This design comes from an exercise in tuning for a short achievable clock period and few clock cycles per item on the open sky130 flow, not from production work.
The RTL was checked by simulation tests, not by an equivalence proof against the original design.
In every run shown here, the design's own scripts or RTL, not TritonCTS, make the clock network.
No driver is modelled on the clock port, so clock power and skew are understated where the tree is cut down; a real chip needs a root buffer or a tree.
Power and IR drop assume default switching activity.

==> flow/design.v (outline; a module is shown in full before it is edited, if it fits) <==
// module sample_fifo: 56 lines
// module iq_decode: 46 lines
// module fir_partial: 2419 lines
// module fm_frontend_top: 114 lines
module fm_frontend_top (
    input  logic                 clock,
    input  logic                 i_rst_n,
    input  logic                 i_in_wr_en,
    input  fm_sample_pkg::byte_t i_in_din,
    output logic                 o_in_full,
    input  logic                 i_out_rd_en,
    output fm_sample_pkg::iq_t   o_out_iq,
    output logic                 o_out_empty
);
  // ...
==> flow/flow/run.sh <==
#!/bin/bash
# Standard synthesis and layout (the standard.sh), with:
#  - repair_timing asked for extra setup slack, port buffers made plain
#    buffers, and other ORFS knobs listed in knobs.txt;
#  - after clock tree synthesis, custom_cts.tcl rebuilds the clock tree as
#    port -> 4 mid buffers -> leaf buffers -> flip-flops.
# The whole ORFS output goes to standard_flow.log in the work folder.
set -euo pipefail
here="$(cd "$(dirname "${BASH_SOURCE[0]}")" && pwd)"
mapfile -t knobs < <(grep -v '^#' "$here/knobs.txt" | grep -v '^ *$')
bash standard.sh "${knobs[@]}" "POST_CTS_TCL=$here/custom_cts.tcl" finish > standard_flow.log 2>&1
==> flow/flow/custom_cts.tcl <==

set ccts_leaf_max 22
if {[info exists ::env(CCTS_LEAF_MAX)]} { set ccts_leaf_max $::env(CCTS_LEAF_MAX) }
set ccts_mids 4
set ccts_buf sky130_fd_sc_hd__clkbuf_16
set ccts_leaf_buf sky130_fd_sc_hd__clkbuf_16
if {[info exists ::env(CCTS_LEAF_BUF)]} { set ccts_leaf_buf $::env(CCTS_LEAF_BUF) }

proc ccts_log {msg} { puts "custom_cts: $msg" }

# Split items (lists {x y payload}) into groups of at most max by median
# bisection along the longer side of their bounding box.
proc ccts_bisect {items max} {
  if {[llength $items] <= $max} { return [list $items] }
  set xs [lmap it $items {lindex $it 0}]
  set ys [lmap it $items {lindex $it 1}]
  set xs [lsort -real $xs]
  set ys [lsort -real $ys]
  set dx [expr {[lindex $xs end] - [lindex $xs 0]}]
  set dy [expr {[lindex $ys end] - [lindex $ys 0]}]
  set k [expr {$dx >= $dy ? 0 : 1}]
  set sorted [lsort -real -index $k $items]
  set h [expr {[llength $sorted] / 2}]
  return [concat [ccts_bisect [lrange $sorted 0 [expr {$h - 1}]] $max] \
                 [ccts_bisect [lrange $sorted $h end] $max]]
}

# Split items into exactly n groups of near-equal size by recursive median
# bisection along the longer side of their bounding box.
proc ccts_split_n {items n} {
  if {$n <= 1} { return [list $items] }
  set xs [lsort -real [lmap it $items {lindex $it 0}]]
  set ys [lsort -real [lmap it $items {lindex $it 1}]]
  set dx [expr {[lindex $xs end] - [lindex $xs 0]}]
  set dy [expr {[lindex $ys end] - [lindex $ys 0]}]
  set k [expr {$dx >= $dy ? 0 : 1}]
  set sorted [lsort -real -index $k $items]
  set n1 [expr {$n / 2}]
  set n2 [expr {$n - $n1}]
  set h [expr {int(round(double([llength $sorted]) * $n1 / $n))}]
  return [concat [ccts_split_n [lrange $sorted 0 [expr {$h - 1}]] $n1] \
                 [ccts_split_n [lrange $sorted $h end] $n2]]
}

proc ccts_centroid {items} {
  set sx 0.0
  set sy 0.0
  foreach it $items {
    set sx [expr {$sx + [lindex $it 0]}]
    set sy [expr {$sy + [lindex $it 1]}]
  }
  set n [llength $items]
  return [list [expr {$sx / $n}] [expr {$sy / $n}]]
}

proc ccts_inst_center {inst} {
  set b [$inst getBBox]
  return [list [expr {($b xMin) + 0.0}] [expr {($b yMin) + 0.0}] \
               [expr {([$b xMin] + [$b xMax]) / 2.0}] [expr {([$b yMin] + [$b yMax]) / 2.0}]]
}

set ccts_block [ord::get_db_block]
set ccts_db [ord::get_db]
set ccts_master [$ccts_db findMaster $ccts_buf]
set ccts_leaf_master [$ccts_db findMaster $ccts_leaf_buf]
set ccts_pnet [[$ccts_block findBTerm clock] getNet]

# Walk the existing tree from the clock port.
set ccts_sinks {}
set ccts_tree_insts {}
set ccts_tree_nets {}
set ccts_queue [list $ccts_pnet]
while {[llength $ccts_queue]} {
  set net [lindex $ccts_queue 0]
  set ccts_queue [lrange $ccts_queue 1 end]
  foreach it [$net getITerms] {
    if {[$it isOutputSignal]} { continue }
    set inst [$it getInst]
    set m [$inst getMaster]
    set mname [$m getName]
    if {[$m isSequential]} {
      lappend ccts_sinks $it
      continue
    }
    set drives 0
    foreach oit [$inst getITerms] {
      if {[$oit isOutputSignal] && [$oit getNet] ne "NULL"} { set drives 1 }
    }
    # a cell that drives the tree must be a plain buffer; the others are
    # CTS's dummy loads
    if {$drives && ![string match "*clkbuf*" $mname] && ![string match "*__buf_*" $mname]} {
      error "custom_cts: unexpected cell [$inst getName] ($mname) in the clock tree"
    }
    lappend ccts_tree_insts $inst
    foreach oit [$inst getITerms] {
      if {[$oit isOutputSignal] && [$oit getNet] ne "NULL"} {
        lappend ccts_tree_nets [$oit getNet]
        lappend ccts_queue [$oit getNet]
      }
    }
  }
}
ccts_log "[llength $ccts_sinks] sinks, removing [llength $ccts_tree_insts] tree cells and [llength $ccts_tree_nets] nets"

# Sink positions (the clock pin's cell centre).
set ccts_items {}
foreach it $ccts_sinks {
  set b [[$it getInst] getBBox]
  lappend ccts_items [list [expr {([$b xMin] + [$b xMax]) / 2.0}] \
                           [expr {([$b yMin] + [$b yMax]) / 2.0}] $it]
}

# Take the old tree down.
foreach it $ccts_sinks { $it disconnect }
foreach inst $ccts_tree_insts { odb::dbInst_destroy $inst }
foreach net $ccts_tree_nets { odb::dbNet_destroy $net }

set ccts_site_h 2720
proc ccts_place {inst x y} {
  set m [$inst getMaster]
  set w [$m getWidth]
  set h [$m getHeight]
  set core [[ord::get_db_block] getCoreArea]
  set lx [expr {int($x - $w / 2.0)}]
  set ly [expr {int($y - $h / 2.0)}]
  set lx [expr {max([$core xMin], min($lx, [$core xMax] - $w))}]
  set ly [expr {max([$core yMin], min($ly, [$core yMax] - $h))}]
  $inst setLocation $lx $ly
  $inst setPlacementStatus PLACED
}

# Leaves.
set ccts_nleaves [expr {int(ceil(double([llength $ccts_items]) / $ccts_leaf_max))}]
set ccts_groups [ccts_split_n $ccts_items $ccts_nleaves]
set ccts_leaves {}
set li 0
foreach g $ccts_groups {
  lassign [ccts_centroid $g] cx cy
  set inst [odb::dbInst_create $ccts_block $ccts_leaf_master "cclk_leaf_$li"]
  set net [odb::dbNet_create $ccts_block "cclk_leaf_net_$li"]
  $net setSigType CLOCK
  foreach oit [$inst getITerms] {
    if {[$oit isOutputSignal]} { $oit connect $net }
  }
  foreach item $g { [lindex $item 2] connect $net }
  ccts_place $inst $cx $cy
  lappend ccts_leaves [list $cx $cy $inst]
  incr li
}

# Mids.
set ccts_mid_groups [ccts_split_n $ccts_leaves $ccts_mids]
set mi 0
foreach g $ccts_mid_groups {
  lassign [ccts_centroid $g] cx cy
  set inst [odb::dbInst_create $ccts_block $ccts_master "cclk_mid_$mi"]
  set net [odb::dbNet_create $ccts_block "cclk_mid_net_$mi"]
  $net setSigType CLOCK
  foreach oit [$inst getITerms] {
    if {[$oit isOutputSignal]} { $oit connect $net }
    if {[$oit isInputSignal]} { $oit connect $ccts_pnet }
  }
  foreach item $g {
    set leaf [lindex $item 2]
    foreach iit [$leaf getITerms] {
      if {[$iit isInputSignal]} { $iit connect $net }
    }
  }
  ccts_place $inst $cx $cy
  incr mi
}
$ccts_pnet setSigType CLOCK
ccts_log "built [llength $ccts_leaves] leaves and $mi mids"

detailed_placement
check_placement
global_connect
==> flow/flow/knobs.txt <==
SETUP_SLACK_MARGIN=8.9
TNS_END_PERCENT=100
BUFFER_PORTS_ARGS=-buffer_cell sky130_fd_sc_hd__buf_4
CORE_UTILIZATION=60
PLACE_DENSITY=0.72
==> flow/standard.sh <==
#!/bin/bash
# synth_recipe.tcl (not shown) runs the flow's synth.tcl, then flattens the netlist and writes it again
# the make line also repeats each setting of config.mk as NAME=value (left out here)
make -C /OpenROAD-flow-scripts/flow DESIGN_CONFIG=/design/flow/config.mk WORK_HOME=/design/flow/orfs CLKGATE_MAP_FILE= SYNTH_SCRIPT=/design/flow/synth_recipe.tcl "${@:-finish}"
==> flow/config.mk <==
export PLATFORM = sky130hd
export DESIGN_NAME = fm_frontend_top
export DESIGN_NICKNAME = fm_frontend_top
export VERILOG_FILES = /design/flow/design.v
export SDC_FILE = /design/flow/constraint.sdc
export NUM_CORES = 4
export LEC_CHECK = 0
export CAP_MARGIN = 20
export CORE_MARGIN = 2
export CORE_UTILIZATION = 40
export SLEW_MARGIN = 20
==> flow/constraint.sdc <==
create_clock -name core_clock -period 12.0 [get_ports {clock}]
set_input_delay 2.4000 -clock core_clock [delete_from_list [all_inputs] [get_ports {clock}]]
set_output_delay 2.4000 -clock core_clock [all_outputs]
set_load 0.01 [all_outputs]
==> impl_metrics.sql, run 1 <==
INSERT INTO impl_metrics (metric_group, metric, value, unit) VALUES
('outcome', 'status', 'timing/DRC/antenna clean', ''),
('place', 'port_buffers', '77', ''),
('finish', 'top_area_cell_class', 'multi-input combinational cells', ''),
('worst_setup_path', 'setup_crit_start_kind', 'flop', ''),
('power_and_ir_drop', 'total_leakage_power', '40.9', 'nW'),
('finish', 'num_antenna_cells', '3', ''),
('route', 'm1WireLength', '103', 'mm'),
('synthesis', 'synthAdderAreaFrac', '0.271', ''),
('global_routing', 'groute.layer.met2.usage', '0.433', ''),
('timing', 'worst-slew-pin-transition', '1.11', 'ns'),
('power_and_ir_drop', 'powerSeq', '6.23', 'mW'),
('worst_setup_path', 'worst_setup_path_startpoint', 'out_fifo_inst.o_dout[32]', ''),
('power_and_ir_drop', 'pwr-share-comb', '0.043', ''),
('synthesis', 'synthSimpleGateAreaFrac', '0.0822', ''),
('worst_setup_path', 'ff2ff_path_depth', '10', ''),
('route', 'drt_first_pass_iters', '5', ''),
('global_routing', 'grt-busiest-layer', 'met2', ''),
('synthesis', 'synth_edf_count', '152', ''),
('route', 'antenna_left', '0', ''),
('worst_setup_path', 'worstPathArrival', '1.07', 'ns'),
('timing', 'timing.clock.skew', '0.0381', 'ns'),
('route', 'met3RoutedLength', '16.6', 'mm'),
('synthesis', 'synth_compound_gate_area_share', '0.0604', ''),
('global_routing', 'grt_usage', '0.284', ''),
('worst_setup_path', 'kind_of_cell_adding_the_most_delay_to_the_critical_path', 'flip-flops', ''),
('finish', 'top_regs', 'iq_decode_inst.o_hist_i x304, iq_decode_inst.o_hist_q x304, out_fifo_inst.mem x128', ''),
('finish', 'areaGrowthSynthToFinish', '6.96', '%'),
('finish', 'multi_input_comb_cells', '4589', ''),
('synthesis', 'primary_flip_flop_cell_chosen_by_synthesis_mapping', 'sky130_fd_sc_hd__dfxtp_1', ''),
('timing', 'hold_viol', '0', ''),
('synthesis', 'postSynthCellCount', '8083', ''),
('global_routing', 'grt_remaining_overflow', '0', ''),
('finish', 'seqCellArea', '38200', 'µm²'),
('global_routing', 'grt.met1_usage', '0.428', ''),
('route', 'remaining_drc_errors', '0', ''),
('floorplanning', 'fp.dieW', '394', 'µm'),
('finish', 'finalNetCount', '9538', '');
Testbench counts, summed over its fixed seeds: cycles 8,216, items 2,048.
==> module sample_fifo, before the edit <==
module sample_fifo #(
    parameter int unsigned WIDTH = 64,
    parameter int unsigned DEPTH = 2
) (
    input  logic             clock,
    input  logic             i_rst_n,
    input  logic             i_wr_en,
    input  logic [WIDTH-1:0] i_din,
    input  logic             i_rd_en,
    output logic [WIDTH-1:0] o_dout,
    output logic             o_empty,
    output logic             o_pop
);
    localparam int unsigned PTR_BITS = (DEPTH > 1) ? $clog2(DEPTH) : 1;
    logic [WIDTH-1:0]    mem [DEPTH];
    logic [PTR_BITS-1:0] wr_ptr;
    logic [PTR_BITS-1:0] rd_ptr;
    logic [PTR_BITS-1:0] rd_ptr_inc;
    logic [DEPTH:0]      occ;         
    logic                pop;
    logic [WIDTH-1:0]    stay_val;
    logic [WIDTH-1:0]    next_val;
    assign pop        = i_rd_en && !occ[0];
    assign rd_ptr_inc = rd_ptr + 1'b1;
    assign stay_val   = (i_wr_en && occ[0]) ? i_din : mem[rd_ptr];
    assign next_val   = (i_wr_en && occ[1]) ? i_din : mem[rd_ptr_inc];
    always_ff @(posedge clock) begin
        if (i_wr_en) begin
            mem[wr_ptr] <= i_din;
        end
        o_dout <= pop ? next_val : stay_val;
    end
    always_ff @(posedge clock) begin
        if (!i_rst_n) begin
            wr_ptr  <= '0;
            rd_ptr  <= '0;
            occ     <= (DEPTH+1)'(1);
            o_empty <= 1'b1;
            o_pop   <= 1'b0;
        end else begin
            o_pop   <= pop;
            o_empty <= pop ? (occ[1] && !i_wr_en) : (occ[0] && !i_wr_en);
            if (i_wr_en) begin
                wr_ptr <= wr_ptr + 1'b1;
            end
            if (pop) begin
                rd_ptr <= rd_ptr_inc;
            end
            if (i_wr_en && !pop) begin
                occ <= {occ[DEPTH-1:0], 1'b0};
            end else if (pop && !i_wr_en) begin
                occ <= {1'b0, occ[DEPTH:1]};
            end
        end
    end
endmodule
==> run 2: changes to the inputs <==
--- a/flow/design.v
+++ b/flow/design.v
@@ -67,12 +67,12 @@
     assign pop        = i_rd_en && !occ[0];
     assign rd_ptr_inc = rd_ptr + 1'b1;
     assign stay_val   = (i_wr_en && occ[0]) ? i_din : mem[rd_ptr];
-    assign next_val   = (i_wr_en && occ[1]) ? i_din : mem[rd_ptr_inc];
+    assign next_val   = (i_wr_en && (occ[0] || occ[1])) ? i_din : mem[rd_ptr_inc];
     always_ff @(posedge clock) begin
         if (i_wr_en) begin
             mem[wr_ptr] <= i_din;
         end
-        o_dout <= pop ? next_val : stay_val;
+        o_dout <= i_rd_en ? next_val : stay_val;
     end
     always_ff @(posedge clock) begin
         if (!i_rst_n) begin
@@ -90,11 +90,8 @@
             if (pop) begin
                 rd_ptr <= rd_ptr_inc;
             end
-            if (i_wr_en && !pop) begin
-                occ <= {occ[DEPTH-1:0], 1'b0};
-            end else if (pop && !i_wr_en) begin
-                occ <= {1'b0, occ[DEPTH:1]};
-            end
+            occ <= pop ? (i_wr_en ? occ : {1'b0, occ[DEPTH:1]})
+                       : (i_wr_en ? {occ[DEPTH-1:0], 1'b0} : occ);
         end
     end
 endmodule
==> run 2 against run 1 <==
Against the previous run:
- sequential power about the same
- final cell count decreased by 2.5%
- synthesized cell count decreased by 1.4%
- flip-flop and latch count unchanged
- critical path depth unchanged
- still clean
- highest routed layer unchanged
- clock skew decreased by 0.0010 ns
- largest cell class unchanged
- first-iteration DRC count increased by 2.2%
- hold slack got worse by 0.0014 ns
- critical path type unchanged
- core utilization increased by 0.10 points
- combinational power increased by 1%
- final area decreased by 2.3%
- maximum frequency increased by 0.50%
==> impl_metrics.sql, run 2 <==
INSERT INTO impl_metrics (metric_group, metric, value, unit) VALUES
('place', 'place.detailed.hpwl', '171', 'mm'),
('synthesis', 'synth_edf_count', '152', ''),
('synthesis', 'postSynthCellCount', '7969', ''),
('finish', 'top_regs', 'iq_decode_inst.o_hist_i x304, iq_decode_inst.o_hist_q x304, out_fifo_inst.mem x128', ''),
('synthesis', 'sequential_cell_area_fraction_in_the_yosys_report', '0.426', ''),
('timing', 'setup_tns', '0', 'ns'),
('finish', 'areaGrowthSynthToFinish', '6.73', '%'),
('worst_setup_path', 'critPathMaxStageDelay', '0.38', 'ns'),
('place', 'port_buffers', '77', ''),
('synthesis', 'netlist_top_cells_area', 'sky130_fd_sc_hd__dfxtp_1 37%, sky130_fd_sc_hd__fa_1 22%, sky130_fd_sc_hd__mux2i_1 7.8%, sky130_fd_sc_hd__inv_1 6.0%, sky130_fd_sc_hd__ha_1 6.0%', ''),
('timing', 'finalMaxSlewViolations', '0', ''),
('floorplanning', 'initial_utilization', '0.605', ''),
('clocking', 'cts_num_sinks', '1827', ''),
('finish', 'postLayoutCoreUtil', '0.646', ''),
('worst_setup_path', 'timing.critical_path.cells', 'buf_6', ''),
('power_and_ir_drop', 'max-vdd-ir-drop', '0.121', 'mV'),
('floorplanning', 'fp.dieW', '390', 'µm'),
('synthesis', 'post_synth.cell_area_avg', '11.2', 'µm²'),
('synthesis', 'netlist_top_cells_count', '1,675 x sky130_fd_sc_hd__dfxtp_1, 1,425 x sky130_fd_sc_hd__inv_1, 968 x sky130_fd_sc_hd__fa_1', ''),
('timing', 'worst_slew_margin_rel', '0.312', ''),
('synthesis', 'synth_top_family_by_area', 'adder cells', ''),
('route', 'routed_via_density', '5.46', ''),
('timing', 'worst-slew-pin-transition', '1.03', 'ns'),
('route', 'vias', '54114', ''),
('timing', 'worst_hold_check_slack', '0.323', 'ns'),
('finish', 'fillCellCount', '11263', ''),
('floorplanning', 'io_pins', '78', ''),
('synthesis', 'synthSimpleGateAreaFrac', '0.0652', ''),
('global_routing', 'grt_first_pass_wirelength', '327', 'mm'),
('outcome', 'status', 'timing/DRC/antenna clean', ''),
('synthesis', 'synth.ff_latch_count', '1827', ''),
('run', 'count_of_maximum_capacitance_violations', '0', ''),
('synthesis', 'proportion_of_synthesized_area_in_mux_cells', '0.0786', ''),
('route', 'drt_wl_total', '216', 'mm'),
('finish', 'drive_gt1_frac', '0.0521', ''),
('global_routing', 'antenna_found_initial', '4', ''),
('global_routing', 'grt_remaining_overflow', '0', ''),
('min_path', 'min-delay-path-class', 'flop to flop', ''),
('worst_setup_path', 'worstPathArrival', '1.06', 'ns'),
('finish', 'layout.cells.most_common_list', '1,601 x sky130_fd_sc_hd__dfxtp_1, 1,424 x sky130_fd_sc_hd__inv_1, 967 x sky130_fd_sc_hd__fa_1', ''),
('worst_setup_path', 'setup_crit_start_kind', 'flop', ''),
('route', 'drt_first_iter_violations', '4162', ''),
('synthesis', 'synthDominantCellAreaShare', '0.375', ''),
('worst_setup_path', 'criticalPathCategory', 'flop to output pin', ''),
('synthesis', 'synthXorXnorAreaFrac', '0.0253', ''),
('route', 'avgRoutedWirePerCell', '21.8', 'µm'),
('floorplanning', 'die_area', '152000', 'µm²'),
('synthesis', 'synth_compound_gate_area_share', '0.0607', ''),
('floorplanning', 'placementRows', '141', ''),
('synthesis', 'synth_nets', '9375', ''),
('timing', 'max_clock_freq', '289', 'MHz'),
('synthesis', 'primary_flip_flop_cell_chosen_by_synthesis_mapping', 'sky130_fd_sc_hd__dfxtp_1', ''),
('place', 'place.gp.congestion', '0.951', ''),
('finish', 'finalNetCount', '9389', ''),
('worst_setup_path', 'critPathSlowestCell', 'sky130_fd_sc_hd__dfxtp_4', ''),
('global_routing', 'grt_start_max_net_pins', '204', ''),
('synthesis', 'synthArstFlopShare', '0', ''),
('finish', 'layout_commonest_cell', 'sky130_fd_sc_hd__dfxtp_1', ''),
('worst_setup_path', 'critical_path_peak_fanout', '2', ''),
('clocking', 'clk-insertion-delay-late', '0.59', 'ns'),
('timing', 'timing.clock.skew', '0.0371', 'ns'),
('synthesis', 'synthAdderAreaFrac', '0.276', ''),
('global_routing', 'grt_usage', '0.285', ''),
('synthesis', 'count_of_cell_types_in_the_netlist', '78', ''),
('clocking', 'clock_slew_at_the_register_clock_pins_of_the_worst_setup_and_hold_paths', '0.09', 'ns'),
('synthesis', 'netlist.top_cell.by_area', 'sky130_fd_sc_hd__dfxtp_1', ''),
('floorplanning', 'core_area', '148000', 'µm²'),
('timing', 'grt_setup_unrepaired', 'true', ''),
('worst_setup_path', 'timing.critical_path.to_type', 'output pin', ''),
('route', 'remaining_drc_errors', '0', ''),
('power_and_ir_drop', 'total_leakage_power', '41.3', 'nW'),
('worst_setup_path', 'kind_of_cell_adding_the_most_delay_to_the_critical_path', 'flip-flops', ''),
('timing', 'hold_viol', '0', ''),
('worst_setup_path', 'critical_path.n_buffers_inverters', '1', ''),
('global_routing', 'grt_pass1_vias', '55002', ''),
('floorplanning', 'floorplan.die.height', '390', 'µm'),
('synthesis', 'post_synth_instance_area', '89400', 'µm²'),
('timing', 'fin_crit', '3.46', 'ns'),
('route', 'drt_first_pass_iters', '5', ''),
('timing', 'layout_worst_path_cycle_share', '0.288', ''),
('timing', 'setup_viol_count_final', '0', ''),
('synthesis', 'synth_warnings', '4', ''),
('worst_setup_path', 'worstPathRequired', '9.60', 'ns'),
('power_and_ir_drop', 'power.density', '103', 'nW/µm²'),
('synthesis', 'synth.most_common_cell', 'sky130_fd_sc_hd__dfxtp_1', ''),
('route', 'antenna_left', '0', '');
-- run 2: cell count changes after synthesis, sizes merged, moves of 20 or more --
cell,before,now
inv,1472,1426
and3,42,21
o21ai,172,126
o41ai,26,5
nor3,69,94
a21o,60,80
nor2,221,817
nor2b,644,32
a31oi,38,18
-- run 2: cells by family after synthesis --
logic type               Yosys count
multiplexers                     702
buffers and inverters           1619
AO/OA/AOI/OAI                    818
flip-flops                      1827
adder cells (fa/ha/maj)         1394
XOR/XNOR                         258
AND/OR/NAND/NOR                 1351
-- run 2: final cells by class --
type                       instances  area, µm²  share of cell area
sequential                      1827      38200               0.400
antenna                            1       2.50           0.0000262
buffer                            88       2200              0.0231
tap                             1930       2410              0.0253
multi-input combinational       4523      46000               0.482
inverter                        1426       5360              0.0562
timing repair buffer             117       1250              0.0131
-- run 2: power breakdown --
part           total [mW]  internal [mW]  switching [mW]  leakage (nW)
clock network        3.13           1.29            1.84          1.08
logic               0.424          0.153           0.271          25.3
registers            6.23           6.21          0.0279          14.9
total                9.79           7.65            2.14          41.3
-- run 2: final timing paths --
path | from | to | slack, ns | cells past startpoint
hold reg to reg | fir_i_inst.s2_647 | fir_i_inst.o_pc[0] | 0.32 | 0
setup / recovery | full_r | o_in_full | 8.54 | 1
setup reg to reg | last_q | iq_decode_inst.o_hist_q[170] | 8.99 | 4
hold / removal | fir_i_inst.s2_647 | fir_i_inst.o_pc[0] | 0.32 | 0
-- run 2: per-stage QoR --
step | instance area (µm²) | setup WS, ns | power (mW) | std cells
2_1_floorplan | 89600 | 8.69 | 6.62 | 7969
3_3_place_gp | 92000 | 7.74 | 6.75 | 9806
3_5_place_dp | 92000 | 7.68 | 6.76 | 9806
5_1_grt | 95400 | 8.51 | 10.1 | 9911
6_report | 95500 | 8.54 | 9.79 | 9912
-- run 2: per-layer routing --
metal / track usage / vias up / part of all wire
li1: - / 25318 / -
met1: 0.416 / 26873 / 0.45
met2: 0.419 / 1668 / 0.42
met3: 0.0924 / 251 / 0.10
met4: 0.0567 / 4 / 0.022
met5: 0 / - / 0.00013
Testbench counts of run 2, summed over its fixed seeds: cycles 8,216, items 2,048.
==> run 3: changes to the inputs <==
==> flow/flow/knobs.txt (replaced) <==
SETUP_SLACK_MARGIN=9.2
TNS_END_PERCENT=100
BUFFER_PORTS_ARGS=-buffer_cell sky130_fd_sc_hd__buf_4
CORE_UTILIZATION=75
PLACE_DENSITY=0.85
==> run 3 against run 2 <==
Against the previous run:
- critical path depth did not move
- combinational power is 21% higher
- largest power group unchanged
- sequential share of layout area shrank 0.83 points
- die area shrank 20%
- clock power about the same
- maximum frequency increased by 0.15%
- flip-flop and latch count did not move
- critical path type unchanged
- routed wire length is 17% higher
- sequential power barely moved
- via count increased by 11%
- global-route usage increased by 12 points
==> impl_metrics.sql, run 3 <==
INSERT INTO impl_metrics (metric_group, metric, value, unit) VALUES
('worst_setup_path', 'critPathMaxStageDelay', '0.38', 'ns'),
('timing', 'worst-slew-pin-transition', '1.03', 'ns'),
('floorplanning', 'placementRows', '126', ''),
('floorplanning', 'io_pins', '78', ''),
('worst_setup_path', 'criticalPathCategory', 'flop to output pin', ''),
('worst_setup_path', 'setup_crit_start_kind', 'flop', ''),
('synthesis', 'sequential_cell_area_fraction_in_the_yosys_report', '0.426', ''),
('synthesis', 'postSynthCellCount', '7969', ''),
('synthesis', 'synth_warnings', '4', ''),
('global_routing', 'grt_first_pass_wirelength', '372', 'mm'),
('synthesis', 'count_of_cell_types_in_the_netlist', '78', ''),
('finish', 'drive_gt1_frac', '0.103', ''),
('synthesis', 'synthDominantCellAreaShare', '0.375', ''),
('timing', 'worst_slew_margin_rel', '0.314', ''),
('timing', 'timing.clock.skew', '0.0431', 'ns'),
('floorplanning', 'floorplan.die.height', '349', 'µm'),
('synthesis', 'primary_flip_flop_cell_chosen_by_synthesis_mapping', 'sky130_fd_sc_hd__dfxtp_1', ''),
('timing', 'setup_tns', '0', 'ns'),
('floorplanning', 'fp.dieW', '349', 'µm'),
('outcome', 'status', 'timing/DRC/antenna clean', ''),
('route', 'antenna_left', '0', ''),
('timing', 'worst_hold_check_slack', '0.331', 'ns'),
('min_path', 'min-delay-path-class', 'flop to flop', ''),
('timing', 'finalMaxSlewViolations', '0', ''),
('synthesis', 'synth_edf_count', '152', ''),
('global_routing', 'grt_pass1_vias', '62860', ''),
('worst_setup_path', 'worstPathRequired', '9.60', 'ns'),
('worst_setup_path', 'worstPathArrival', '1.05', 'ns'),
('finish', 'layout_commonest_cell', 'sky130_fd_sc_hd__dfxtp_1', ''),
('finish', 'areaGrowthSynthToFinish', '9.37', '%'),
('run', 'count_of_maximum_capacitance_violations', '0', ''),
('finish', 'layout.cells.most_common_list', '1,527 x sky130_fd_sc_hd__dfxtp_1, 1,413 x sky130_fd_sc_hd__inv_1, 931 x sky130_fd_sc_hd__fa_1', ''),
('worst_setup_path', 'timing.critical_path.to_type', 'output pin', ''),
('worst_setup_path', 'worst-path-stages', '1', ''),
('place', 'place.gp.congestion', '0.947', ''),
('synthesis', 'post_synth_instance_area', '89400', 'µm²'),
('timing', 'layout_worst_path_cycle_share', '0.288', ''),
('clocking', 'cts_num_sinks', '1827', ''),
('min_path', 'cells_on_worst_hold_path', '0', ''),
('timing', 'setup_viol_count_final', '0', ''),
('global_routing', 'grt_usage', '0.408', ''),
('route', 'drt_first_pass_iters', '8', ''),
('synthesis', 'synthArstFlopShare', '0', ''),
('floorplanning', 'initial_utilization', '0.756', ''),
('global_routing', 'grt_start_max_net_pins', '199', ''),
('timing', 'fin_crit', '3.45', 'ns'),
('finish', 'finalNetCount', '9546', ''),
('worst_setup_path', 'critPathSlowestCell', 'sky130_fd_sc_hd__dfxtp_2', ''),
('timing', 'max_clock_freq', '290', 'MHz'),
('place', 'port_buffers', '77', ''),
('worst_setup_path', 'ff2ff_path_depth', '12', ''),
('worst_setup_path', 'critical_path_peak_fanout', '1', ''),
('clocking', 'clock_slew_at_the_register_clock_pins_of_the_worst_setup_and_hold_paths', '0.09', 'ns'),
('worst_setup_path', 'critical_path.n_buffers_inverters', '1', ''),
('route', 'routed_via_density', '6.23', ''),
('place', 'place.detailed.hpwl', '170', 'mm'),
('synthesis', 'netlist.top_cell.by_area', 'sky130_fd_sc_hd__dfxtp_1', ''),
('worst_setup_path', 'kind_of_cell_adding_the_most_delay_to_the_critical_path', 'flip-flops', ''),
('synthesis', 'netlist_top_cells_area', 'sky130_fd_sc_hd__dfxtp_1 37%, sky130_fd_sc_hd__fa_1 22%, sky130_fd_sc_hd__mux2i_1 7.8%, sky130_fd_sc_hd__inv_1 6.0%, sky130_fd_sc_hd__ha_1 6.0%', ''),
('synthesis', 'post_synth.cell_area_avg', '11.2', 'µm²'),
('global_routing', 'grt_remaining_overflow', '0', ''),
('timing', 'grt_setup_unrepaired', 'true', ''),
('finish', 'top_regs', 'iq_decode_inst.o_hist_i x304, iq_decode_inst.o_hist_q x304, out_fifo_inst.mem x128', ''),
('worst_setup_path', 'timing.critical_path.cells', 'buf_6', ''),
('power_and_ir_drop', 'total_leakage_power', '42.4', 'nW'),
('global_routing', 'antenna_found_initial', '12', ''),
('floorplanning', 'die_area', '122000', 'µm²'),
('route', 'drt_first_iter_violations', '6877', ''),
('route', 'avgRoutedWirePerCell', '26.0', 'µm'),
('route', 'remaining_drc_errors', '0', ''),
('synthesis', 'synth.ff_latch_count', '1827', ''),
('timing', 'hold_viol', '0', ''),
('synthesis', 'synth.most_common_cell', 'sky130_fd_sc_hd__dfxtp_1', ''),
('synthesis', 'synth_nets', '9375', ''),
('route', 'vias', '60261', ''),
('floorplanning', 'core_area', '118000', 'µm²'),
('power_and_ir_drop', 'max-vdd-ir-drop', '0.159', 'mV'),
('route', 'drt_wl_total', '252', 'mm'),
('power_and_ir_drop', 'power.density', '101', 'nW/µm²'),
('synthesis', 'netlist_top_cells_count', '1,675 x sky130_fd_sc_hd__dfxtp_1, 1,425 x sky130_fd_sc_hd__inv_1, 968 x sky130_fd_sc_hd__fa_1', ''),
('clocking', 'clk-insertion-delay-late', '0.59', 'ns');
[run 3: cell types whose count changed in the layout (fill, tap and decap cells not counted), moves of 33 or more]
cell,delta
sky130_fd_sc_hd__buf_4,+138
sky130_fd_sc_hd__dfxtp_1,-74
sky130_fd_sc_hd__dfxtp_2,+60
sky130_fd_sc_hd__fa_1,-36
sky130_fd_sc_hd__fa_2,+36
sky130_fd_sc_hd__a21oi_1,-33
[run 3: layout make-up]
type | count | area, µm²
antenna | 4 | 10.0
buffer | 88 | 2200
fill | 5883 | 20400
inverter | 1426 | 5370
multi-input combinational | 4523 | 47300
sequential | 1827 | 38300
tap | 1536 | 1920
timing repair buffer | 274 | 2670
[run 3: final timing paths]
kind	slack, ns	endpoint	from
min	0.33	fir_q_inst.s2_764	fir_q_inst.r18[13]
max reg2reg	9.04	out_fifo_inst.o_dout[63]	yic_r[1]
min reg2reg	0.33	fir_q_inst.s2_764	fir_q_inst.r18[13]
max	8.55	o_out_iq[63]	out_fifo_inst.o_dout[63]
[run 3: cell families (layout without fill, tap and decap cells)]
logic type | Yosys count | count (layout) | synth area share
AOI/OAI and AO/OA | 818 | 818 | 0.0607
xor gates and xnor gates | 258 | 258 | 0.0253
adders and majority gates | 1394 | 1394 | 0.276
buffers and inverters | 1619 | 1788 | 0.0680
DFF | 1827 | 1827 | 0.426
muxes | 702 | 702 | 0.0786
other | 0 | 4 | 0
and+or+nand+nor | 1351 | 1351 | 0.0652
[run 3: routing by layer]
metal / up-vias / track usage / wire [µm]
li1: 25615 / - / -
met2: 3646 / 0.645 / 115000
met1: 30024 / 0.527 / 92900
met5: - / 0 / 62
met4: 10 / 0.172 / 13600
met3: 966 / 0.123 / 30400
[run 3: worst reg2reg max path: cells and delay by family (launching register included)]
| family | cells | cell delay [ns] |
|---|---|---|
| adders and majority gates | 2 | 0.57 |
| buffers and inverters | 1 | 0.18 |
| DFF | 1 | 0.34 |
| AOI/OAI and AO/OA | 8 | 1.69 |
| and+or+nand+nor | 1 | 0.09 |
[run 3: through the flow]
step | power (mW) | util | area [µm²] | cells | setup WS, ns
after floorplan | 6.62 | - | 89600 | 7969 | 8.72
after global placement | 6.74 | 0.774 | 91500 | 9411 | 7.20
after detailed placement | 6.75 | 0.774 | 91500 | 9411 | 7.10
after global routing | 10.1 | 0.827 | 97800 | 9674 | 8.53
final | 9.90 | 0.827 | 97800 | 9678 | 8.55
[run 3: power by group]
part | switching (mW) | leakage [nW] | total (mW) | internal (mW)
Combinational | 0.313 | 26.3 | 0.511 | 0.198
Sequential | 0.0319 | 15.0 | 6.24 | 6.20
Clock | 1.86 | 1.08 | 3.15 | 1.29
==> run 4: changes to the inputs <==
--- a/flow/flow/run.sh
+++ b/flow/flow/run.sh
@@ -3,7 +3,7 @@
 #  - repair_timing asked for extra setup slack, port buffers made plain
 #    buffers, and other ORFS knobs listed in knobs.txt;
 #  - after clock tree synthesis, custom_cts.tcl rebuilds the clock tree as
-#    port -> 4 mid buffers -> leaf buffers -> flip-flops.
+#    port -> 4 mid inverters -> leaf inverting buffers -> flip-flops.
 # The whole ORFS output goes to standard_flow.log in the work folder.
 set -euo pipefail
 here="$(cd "$(dirname "${BASH_SOURCE[0]}")" && pwd)"
--- a/flow/flow/custom_cts.tcl
+++ b/flow/flow/custom_cts.tcl
@@ -2,8 +2,9 @@
 set ccts_leaf_max 22
 if {[info exists ::env(CCTS_LEAF_MAX)]} { set ccts_leaf_max $::env(CCTS_LEAF_MAX) }
 set ccts_mids 4
-set ccts_buf sky130_fd_sc_hd__clkbuf_16
-set ccts_leaf_buf sky130_fd_sc_hd__clkbuf_16
+set ccts_buf sky130_fd_sc_hd__inv_16
+if {[info exists ::env(CCTS_MID_BUF)]} { set ccts_buf $::env(CCTS_MID_BUF) }
+set ccts_leaf_buf sky130_fd_sc_hd__bufinv_16
 if {[info exists ::env(CCTS_LEAF_BUF)]} { set ccts_leaf_buf $::env(CCTS_LEAF_BUF) }
 
 proc ccts_log {msg} { puts "custom_cts: $msg" }
==> flow/flow/knobs.txt (replaced) <==
SETUP_SLACK_MARGIN=9.2
TNS_END_PERCENT=100
BUFFER_PORTS_ARGS=-buffer_cell sky130_fd_sc_hd__buf_4
CORE_UTILIZATION=60
PLACE_DENSITY=0.72
==> run 4 against run 3 <==
Against the previous run:
- still clean
- final area rose by 0.31%
- final cell count rose by 3.5%
- synthesized cell count did not move
- clock skew fell by 0.018 ns
- critical path depth did not move
- setup slack improved by 0.21 ns
- total power rose by 6.2%
- die area rose by 25%
- critical path type unchanged
- critical endpoint is now o_out_iq[34]
- largest power group unchanged
==> impl_metrics.sql, run 4 <==
INSERT INTO impl_metrics (metric_group, metric, value, unit) VALUES
('timing', 'layout_worst_path_cycle_share', '0.270', ''),
('synthesis', 'sequential_cell_area_fraction_in_the_yosys_report', '0.426', ''),
('timing', 'setup_tns', '0', 'ns'),
('route', 'vias', '55332', ''),
('floorplanning', 'core_area', '148000', 'µm²'),
('finish', 'postLayoutCoreUtil', '0.664', ''),
('run', 'count_of_maximum_capacitance_violations', '0', ''),
('synthesis', 'synth.most_common_cell', 'sky130_fd_sc_hd__dfxtp_1', ''),
('floorplanning', 'initial_utilization', '0.605', ''),
('timing', 'setup_viol_count_final', '0', ''),
('finish', 'finalNetCount', '9492', ''),
('place', 'detailed_place.area', '92000', 'µm²'),
('global_routing', 'grt_first_pass_wirelength', '337', 'mm'),
('synthesis', 'synth_warnings', '4', ''),
('timing', 'finalMaxSlewViolations', '0', ''),
('finish', 'num_antenna_cells', '0', ''),
('worst_setup_path', 'worstPathRequired', '9.60', 'ns'),
('worst_setup_path', 'critPathMaxStageDelay', '0.37', 'ns'),
('floorplanning', 'placementRows', '141', ''),
('worst_setup_path', 'setup_crit_start_kind', 'flop', ''),
('timing', 'timing.clock.skew', '0.0250', 'ns'),
('synthesis', 'postSynthCellCount', '7969', ''),
('outcome', 'status', 'timing/DRC/antenna clean', ''),
('synthesis', 'synthArstFlopShare', '0', ''),
('global_routing', 'grt_remaining_overflow', '0', ''),
('synthesis', 'post_synth.cell_area_avg', '11.2', 'µm²'),
('synthesis', 'netlist.top_cell.by_area', 'sky130_fd_sc_hd__dfxtp_1', ''),
('synthesis', 'synth_nets', '9375', ''),
('worst_setup_path', 'criticalPathCategory', 'flop to output pin', ''),
('clocking', 'clk-insertion-delay-late', '0.37', 'ns'),
('synthesis', 'count_of_cell_types_in_the_netlist', '78', ''),
('min_path', 'min-delay-path-class', 'flop to flop', ''),
('worst_setup_path', 'timing.critical_path.cells', 'buf_6', ''),
('worst_setup_path', 'worstPathArrival', '0.84', 'ns'),
('floorplanning', 'fp.dieW', '390', 'µm'),
('route', 'routed_via_density', '5.53', ''),
('floorplanning', 'io_pins', '78', ''),
('route', 'drt_wl_total', '224', 'mm'),
('timing', 'grt_setup_unrepaired', 'true', ''),
('route', 'antenna_left', '0', ''),
('finish', 'fillCellCount', '10983', ''),
('clocking', 'clock_slew_at_the_register_clock_pins_of_the_worst_setup_and_hold_paths', '0.08', 'ns'),
('place', 'place.gp.congestion', '0.928', ''),
('synthesis', 'synthDominantCellAreaShare', '0.375', ''),
('power_and_ir_drop', 'post-layout-total-power', '10.5', 'mW'),
('finish', 'drive_gt1_frac', '0.0923', ''),
('worst_setup_path', 'timing.critical_path.to_type', 'output pin', ''),
('finish', 'top_regs', 'iq_decode_inst.o_hist_i x304, iq_decode_inst.o_hist_q x304, out_fifo_inst.mem x128', ''),
('route', 'drt_first_iter_violations', '4425', ''),
('route', 'avgRoutedWirePerCell', '22.4', 'µm'),
('worst_setup_path', 'critical_path_peak_fanout', '1', ''),
('synthesis', 'netlist_top_cells_area', 'sky130_fd_sc_hd__dfxtp_1 37%, sky130_fd_sc_hd__fa_1 22%, sky130_fd_sc_hd__mux2i_1 7.8%, sky130_fd_sc_hd__inv_1 6.0%, sky130_fd_sc_hd__ha_1 6.0%', ''),
('timing', 'max_clock_freq', '309', 'MHz'),
('finish', 'layout_commonest_cell', 'sky130_fd_sc_hd__dfxtp_1', ''),
('power_and_ir_drop', 'max-vdd-ir-drop', '0.113', 'mV'),
('worst_setup_path', 'critPathSlowestCell', 'sky130_fd_sc_hd__dfxtp_2', ''),
('timing', 'fin_crit', '3.24', 'ns'),
('floorplanning', 'die_area', '152000', 'µm²'),
('worst_setup_path', 'critical_path.n_buffers_inverters', '1', ''),
('timing', 'worst_slew_margin_rel', '0.279', ''),
('power_and_ir_drop', 'total_leakage_power', '42.2', 'nW'),
('synthesis', 'synth_edf_count', '152', ''),
('worst_setup_path', 'kind_of_cell_adding_the_most_delay_to_the_critical_path', 'flip-flops', ''),
('synthesis', 'post_synth_instance_area', '89400', 'µm²'),
('global_routing', 'antenna_found_initial', '6', ''),
('global_routing', 'grt_start_max_net_pins', '130', ''),
('route', 'remaining_drc_errors', '0', ''),
('route', 'drt_first_pass_iters', '6', ''),
('power_and_ir_drop', 'power.density', '107', 'nW/µm²'),
('global_routing', 'grt_usage', '0.294', ''),
('clocking', 'cts_num_sinks', '1827', ''),
('synthesis', 'synth.ff_latch_count', '1827', ''),
('timing', 'hold_viol', '0', ''),
('finish', 'layout.cells.most_common_list', '1,539 x sky130_fd_sc_hd__dfxtp_1, 1,415 x sky130_fd_sc_hd__inv_1, 947 x sky130_fd_sc_hd__fa_1', ''),
('worst_setup_path', 'rrSetupSlack', '9.12', 'ns'),
('synthesis', 'netlist_top_cells_count', '1,675 x sky130_fd_sc_hd__dfxtp_1, 1,425 x sky130_fd_sc_hd__inv_1, 968 x sky130_fd_sc_hd__fa_1', ''),
('finish', 'areaGrowthSynthToFinish', '9.71', '%'),
('place', 'place.detailed.hpwl', '173', 'mm'),
('synthesis', 'primary_flip_flop_cell_chosen_by_synthesis_mapping', 'sky130_fd_sc_hd__dfxtp_1', ''),
('finish', 'finish.instance_area', '98100', 'µm²'),
('global_routing', 'grt_pass1_vias', '55772', ''),
('timing', 'worst-slew-pin-transition', '1.08', 'ns'),
('floorplanning', 'floorplan.die.height', '390', 'µm'),
('place', 'port_buffers', '77', '');
==> run 4: final timing paths <==
path              cells after the start                        to                startpoint
setup / recovery                      1              o_out_iq[34]  out_fifo_inst.o_dout[34]
hold / removal                        0         fir_i_inst.s2_647         fir_i_inst.r18[0]
setup reg to reg                     19  out_fifo_inst.o_dout[39]                  yis_r[1]
hold reg to reg                       0         fir_i_inst.s2_647         fir_i_inst.r18[0]
==> run 4: through the flow <==
step / hold WS [ns] / worst slack (ns) / cells
2_1_floorplan: 0.310 / 8.72 / 7969
3_3_place_gp: 0.310 / 7.12 / 9805
3_5_place_dp: 0.312 / 7.04 / 9805
5_1_grt: 0.336 / 8.73 / 10014
6_report: 0.327 / 8.76 / 10014
==> run 4: report_power, final <==
part,switching (mW),internal (mW)
combinational,0.293,0.198
sequential,0.0311,6.20
clock,1.82,1.96
==> run 4: kinds of logic after synthesis <==
family	after synthesis	share of synthesized area
AOI/OAI and AO/OA	818	0.0607
xor gates and xnor gates	258	0.0253
muxes	702	0.0786
DFF	1827	0.426
buffers and inverters	1619	0.0680
and+or+nand+nor	1351	0.0652
adders and majority gates	1394	0.276
==> run 4: metal layers <==
layer,share of wire,GRT usage,up-vias
met3,0.087,0.0646,235
met2,0.43,0.437,1669
li1,-,-,25530
met5,0.000058,0,-
met1,0.46,0.447,27896
met4,0.019,0.0489,2
==> run 4: area by class of cell <==
type / instances / area [µm²] / share of cell area
Timing Repair Buffer: 220 / 2220 / 0.0226
Inverter: 1514 / 7970 / 0.0812
Tap cell: 1930 / 2410 / 0.0246
Sequential cell: 1827 / 38300 / 0.390
Multi-Input combinational cell: 4523 / 47200 / 0.481

## static timing again, ports no longer ideal
Ports are ideal in the flow. The routed layouts listed here were re-timed in OpenROAD. Step 1 (the two cells are an assumption about what drives the block):
set clk [get_ports {clock}]
set_driving_cell -lib_cell sky130_fd_sc_hd__clkbuf_16 $clk
set_driving_cell -lib_cell sky130_fd_sc_hd__buf_2 [delete_from_list [all_inputs] $clk]
Step 2 adds t to the input delays and takes it off the output delays; t is the mean of the earliest and latest rising clock arrival at the registers after step 1. Input paths then give back, and output paths get back, about the clock's delay inside the block. Slacks: ideal / step 1 / step 2; pairs: ideal / step 1.
run | shift t [ns] | setup WS [ns] | cell pins on the clock port's net
run 1 | 0.744 | 8.527 / 8.352 / 8.074 | 4
run 2 | 0.743 | 8.544 / 8.369 / 8.305 | 4
run 3 | 0.740 | 8.550 / 8.380 / 8.107 | 4
run 4 | 0.635 | 8.760 / 8.477 / 8.190 | 4
After both steps setup and hold are still met in every run listed. The setup slack of run 4, which loses most, moves by -0.283 ns with the drivers and by -0.570 ns with both steps.
